This is an optimization exercise on Yosys and OpenROAD, whose aim is small area, not a production implementation. Only simulation tests tie the RTL to the original design; equivalence was not proved. Power and IR drop assume default switching activity.

## the baseline
==> flow/design.v <==
module alu_issue_ctrl (
    input  logic        clk,
    input  logic        reset,
    input  logic [31:0] instr,
    input  logic        instr_valid,
    output logic        instr_ready,
    input  logic        ext_we,
    input  logic [4:0]  ext_waddr,
    input  logic [31:0] ext_wdata,
    input  logic [4:0]  dbg_addr,
    output logic [31:0] dbg_data,
    output logic [31:0] scr1,
    output logic [31:0] scr2,
    output logic [5:0]  opcode,
    output logic [4:0]  sub_opcode,
    output logic        enable_execute,
    output logic        alu_reset,
    input  logic [31:0] alu_result,
    input  logic        alu_overflow,
    output logic        done,
    output logic        overflow,
    output logic        illegal
);
    localparam logic [5:0] OP_ARITH  = 6'b100000;
    localparam logic [5:0] OP_ADDI   = 6'b101000;
    localparam logic [5:0] OP_ORI    = 6'b101100;
    localparam logic [5:0] OP_XORI   = 6'b101011;
    localparam logic [5:0] OP_MOVI   = 6'b100010;
    localparam logic [1:0] S_IDLE   = 2'd0;
    localparam logic [1:0] S_DECODE = 2'd1;
    localparam logic [1:0] S_EXEC   = 2'd2;
    localparam logic [1:0] S_WB     = 2'd3;
    logic [1:0]  state;
    logic [30:0] instr_q;
    logic [31:0] opres_q;    
    logic        ovf_q;
    logic [31:0] regs [32];
    logic [31:0] valid;
    logic st_idle, st_dec, st_exec, st_wb;
    assign st_idle = (state == S_IDLE);
    assign st_dec  = (state == S_DECODE);
    assign st_exec = (state == S_EXEC);
    assign st_wb   = (state == S_WB);
    logic [5:0]  q_op;
    logic [4:0]  q_rt, q_ra, q_rb, q_sub;
    assign q_op  = instr_q[30:25];
    assign q_rt  = instr_q[24:20];
    assign q_ra  = instr_q[19:15];
    assign q_rb  = instr_q[14:10];
    assign q_sub = instr_q[4:0];
    logic is_arith, arith_reg, arith_sh, is_addi, is_oxi, is_movi, legal;
    assign is_arith  = (q_op == OP_ARITH);
    assign arith_reg = is_arith && (q_sub == 5'b00000 || q_sub == 5'b00001 || q_sub == 5'b00010 ||
                                    q_sub == 5'b00011 || q_sub == 5'b00100);
    assign arith_sh  = is_arith && (q_sub == 5'b01000 || q_sub == 5'b01001 || q_sub == 5'b01011);
    assign is_addi   = (q_op == OP_ADDI);
    assign is_oxi    = (q_op == OP_ORI) || (q_op == OP_XORI);
    assign is_movi   = (q_op == OP_MOVI);
    assign legal     = arith_reg || arith_sh || is_addi || is_oxi || is_movi;
    always_ff @(posedge clk) begin
        if (reset) begin
            state <= S_IDLE;
        end else begin
            case (state)
                S_IDLE:   state <= instr_valid ? S_DECODE : S_IDLE;
                S_DECODE: state <= legal ? S_EXEC : S_IDLE;
                S_EXEC:   state <= S_WB;
                default:  state <= S_IDLE;
            endcase
        end
    end
    assign instr_ready    = st_idle;
    assign illegal        = st_dec && !legal;
    assign enable_execute = st_exec && !is_movi;
    assign alu_reset      = !enable_execute;
    assign done           = st_wb;
    assign opcode         = q_op;
    assign sub_opcode     = q_sub;
    assign overflow       = ovf_q;
    logic [30:0] instr_nxt;
    for (genvar b = 0; b < 31; b++) begin : g_iq
        alu_issue_ctrl_ao22 u_hold (
            .a0(instr_q[b]), .b0(!st_idle),
            .a1(instr[b]),   .b1(st_idle),
            .y(instr_nxt[b]));
    end
    always_ff @(posedge clk) begin
        instr_q <= instr_nxt;
    end
    logic [31:0] dsel, isel;
    logic [4:0]  iaddr;     
    logic [31:0] drd, ird;
    always_ff @(posedge clk) begin
        iaddr <= st_idle ? instr[19:15] : q_rb;
    end
    always_comb begin
        for (int i = 0; i < 32; i++) begin
            dsel[i] = valid[i] && (dbg_addr == i[4:0]);
            isel[i] = valid[i] && (iaddr == i[4:0]);
        end
    end
    logic [31:0] dlast_n, ilast_n;
    for (genvar b = 0; b < 32; b += 2) begin : g_last
        alu_issue_ctrl_aoi22x2 u_dbg (
            .a0(regs[30][b +: 2]), .b0(dsel[30]),
            .a1(regs[31][b +: 2]), .b1(dsel[31]),
            .y(dlast_n[b +: 2]));
        alu_issue_ctrl_aoi22x2 u_int (
            .a0(regs[30][b +: 2]), .b0(isel[30]),
            .a1(regs[31][b +: 2]), .b1(isel[31]),
            .y(ilast_n[b +: 2]));
    end
    for (genvar b = 0; b < 32; b++) begin : g_rd
        logic [29:0] col;
        for (genvar i = 0; i < 30; i++) begin : g_col
            assign col[i] = regs[i][b];
        end
        alu_issue_ctrl_rdbit u_dbg (.d(col), .sel(dsel[29:0]), .last_n(dlast_n[b]), .q(drd[b]));
        alu_issue_ctrl_rdbit u_int (.d(col), .sel(isel[29:0]), .last_n(ilast_n[b]), .q(ird[b]));
    end
    assign dbg_data = drd;
    logic [31:0] opres_nxt;
    for (genvar b = 0; b < 32; b++) begin : g_opres
        alu_issue_ctrl_ao22 u_sel (
            .a0(ird[b]),        .b0(!state[1]),
            .a1(alu_result[b]), .b1(state[1]),
            .y(opres_nxt[b]));
    end
    always_ff @(posedge clk) begin
        opres_q <= opres_nxt;
        ovf_q   <= alu_overflow && !is_movi;
    end
    assign scr1 = opres_q;
    always_comb begin
        if (arith_reg)     scr2 = ird;
        else if (arith_sh) scr2 = {27'b0, q_rb};
        else if (is_addi)  scr2 = {{17{instr_q[14]}}, instr_q[14:0]};
        else               scr2 = {17'b0, instr_q[14:0]};
    end
    logic        we;
    logic [4:0]  waddr;
    logic [31:0] wdata;
    logic [31:0] wsel;
    assign we    = (st_idle && ext_we) || st_wb;
    assign waddr = st_idle ? ext_waddr : q_rt;
    assign wdata = st_idle ? ext_wdata :
                   is_movi ? {{12{instr_q[19]}}, instr_q[19:0]} : opres_q;
    always_comb begin
        for (int i = 0; i < 32; i++) wsel[i] = we && (waddr == i[4:0]);
    end
    logic [31:0] wsel_n;
    assign wsel_n = ~wsel;
    logic [31:0] regs_nxt [32];
    for (genvar i = 0; i < 32; i++) begin : g_reg
        for (genvar b = 0; b < 32; b++) begin : g_bit
            alu_issue_ctrl_ao22 u_hold (
                .a0(regs[i][b]), .b0(wsel_n[i]),
                .a1(wdata[b]),   .b1(wsel[i]),
                .y(regs_nxt[i][b]));
        end
    end
    always_ff @(posedge clk) begin
        for (int i = 0; i < 32; i++) regs[i] <= regs_nxt[i];
    end
    always_ff @(posedge clk) begin
        if (reset) valid <= '0;
        else       valid <= valid | wsel;
    end
endmodule
module alu_issue_ctrl_rdbit (
    input  logic [29:0] d,
    input  logic [29:0] sel,
    input  logic        last_n,
    output logic        q
);
    logic [10:0] n;
    for (genvar k = 0; k < 10; k++) begin : g_aoi
        alu_issue_ctrl_aoi222 u_aoi (
            .a0(d[3*k]),   .b0(sel[3*k]),
            .a1(d[3*k+1]), .b1(sel[3*k+1]),
            .a2(d[3*k+2]), .b2(sel[3*k+2]),
            .y(n[k]));
    end
    assign n[10] = last_n;
    assign q = ~&n;
endmodule
module alu_issue_ctrl_aoi22x2 (
    input  logic [1:0] a0,
    input  logic       b0,
    input  logic [1:0] a1,
    input  logic       b1,
    output logic [1:0] y
);
    assign y = ~((a0 & {2{b0}}) | (a1 & {2{b1}}));
endmodule
module alu_issue_ctrl_aoi222 (
    input  logic a0, b0, a1, b1, a2, b2,
    output logic y
);
    assign y = ~((a0 & b0) | (a1 & b1) | (a2 & b2));
endmodule
module alu_issue_ctrl_ao22 (
    input  logic a0, b0, a1, b1,
    output logic y
);
    assign y = (a0 & b0) | (a1 & b1);
endmodule
Settings: LEC_CHECK=0, CAP_MARGIN=20, CORE_MARGIN=2, CORE_UTILIZATION=40, SLEW_MARGIN=20, SYNTH_HIERARCHICAL=1; clock period 6.0 ns.
standard.sh (not shown) runs the stock make flow with config.mk's settings and CLKGATE_MAP_FILE= SYNTH_SCRIPT=/design/flow/synth_recipe.tcl, a recipe that flattens the netlist after the stock synthesis.
==> flow/flow/run.sh <==
#!/bin/bash
# Own layout flow: the standard flow (standard.sh: unchanged synthesis,
# floorplan, power grid and tap cells, placement, routing) with two changes
# made through ORFS's own variables:
#  - ports are buffered with sky130_fd_sc_hd__buf_1 instead of the default
#    delay buffer
#  - clock tree synthesis clusters up to 16 flip-flops within 50 um under
#    each clkbuf_8 and inserts no dummy loads
# The make output goes to standard.log; each ORFS step logs under orfs/logs.
set -euo pipefail
export BUFFER_PORTS_ARGS="-buffer_cell sky130_fd_sc_hd__buf_1"
export CTS_ARGS="-sink_clustering_enable -repair_clock_nets -dont_use_dummy_load -sink_clustering_size 16 -sink_clustering_max_diameter 50 -buf_list {sky130_fd_sc_hd__clkbuf_8}"
bash standard.sh finish > standard.log 2>&1
Here is what was changed in the inputs of the candidate compared with the baseline.
-- flow/design.v --
<<< the baseline, line 89
    end
    logic [31:0] dsel, isel;
    logic [4:0]  iaddr;     
    logic [31:0] drd, ird;
    always_ff @(posedge clk) begin
        iaddr <= st_idle ? instr[19:15] : q_rb;
    end
    always_comb begin
        for (int i = 0; i < 32; i++) begin
>>> the candidate, line 89
    end
    logic [31:0] dsel, isel;
    logic [4:0]  iaddr;
    logic [31:0] drd, ird;
    assign iaddr = st_dec ? q_ra : q_rb;
    always_comb begin
        for (int i = 0; i < 32; i++) begin
<<< the baseline, line 120
    end
    assign dbg_data = drd;
    logic [31:0] opres_nxt;
    for (genvar b = 0; b < 32; b++) begin : g_opres
        alu_issue_ctrl_ao22 u_sel (
            .a0(ird[b]),        .b0(!state[1]),
            .a1(alu_result[b]), .b1(state[1]),
            .y(opres_nxt[b]));
    end
    always_ff @(posedge clk) begin
        opres_q <= opres_nxt;
        ovf_q   <= alu_overflow && !is_movi;
    end
>>> the candidate, line 118
    end
    assign dbg_data = drd;
    always_ff @(posedge clk) begin
        opres_q <= st_dec ? ird : alu_result;
        ovf_q   <= alu_overflow && !is_movi;
    end
==> comparison <==
For fraction of standard cell area in multi-input logic, the baseline and the candidate come out practically identical.
The baseline: all stages complete, timing, DRC and antenna checks passed
Although the candidate finished all stages, its layout failed final checks on setup timing.
Vias: the candidate more than the baseline
Number of storage elements in the synthesis netlist, the candidate vs the baseline: down slightly
Changes observed in the candidate relative to the baseline: setup slack after layout shows a reduction of 0.21 ns, area of the mapped netlist shows no meaningful change, number of non-filler instances in the completed layout shows an increase of 44, final routed wirelength across all metal layers shows an increase of 1.2%.
The reported combinational group power of the candidate falls short of that of the baseline by about 1%.
Overall global routing resource usage in the candidate vs the baseline: up 0.55 points
There was hardly any difference in mean post-synth cell area between the baseline and the candidate.
Switching part of the total power for the candidate: 0.25 points up relative to the baseline

re-timing with driven ports:
How much do the figures lean on ideal ports? The routed layouts below were timed once more, with nothing changed but the port constraints. Step 1 (the two cells are an assumption about what drives the block):
set clk [get_ports {clk}]
set_driving_cell -lib_cell sky130_fd_sc_hd__clkbuf_16 $clk
set_driving_cell -lib_cell sky130_fd_sc_hd__buf_2 [delete_from_list [all_inputs] $clk]
Step 2 moves the port delays by t, midway between the first and last clock arrival at a register: inputs arrive t later, outputs are due t later. That takes back most of the time a late clock gives input paths. Three values: ideal, step 1, step 2; two values: the first two.
run	t, ns	setup WS [ns]	worst data-port slew with drivers (ns)
the baseline	0.854	0.168 / 0.093 / 0.201	0.06
the candidate	0.868	-0.037 / -0.111 / 0.221	0.21
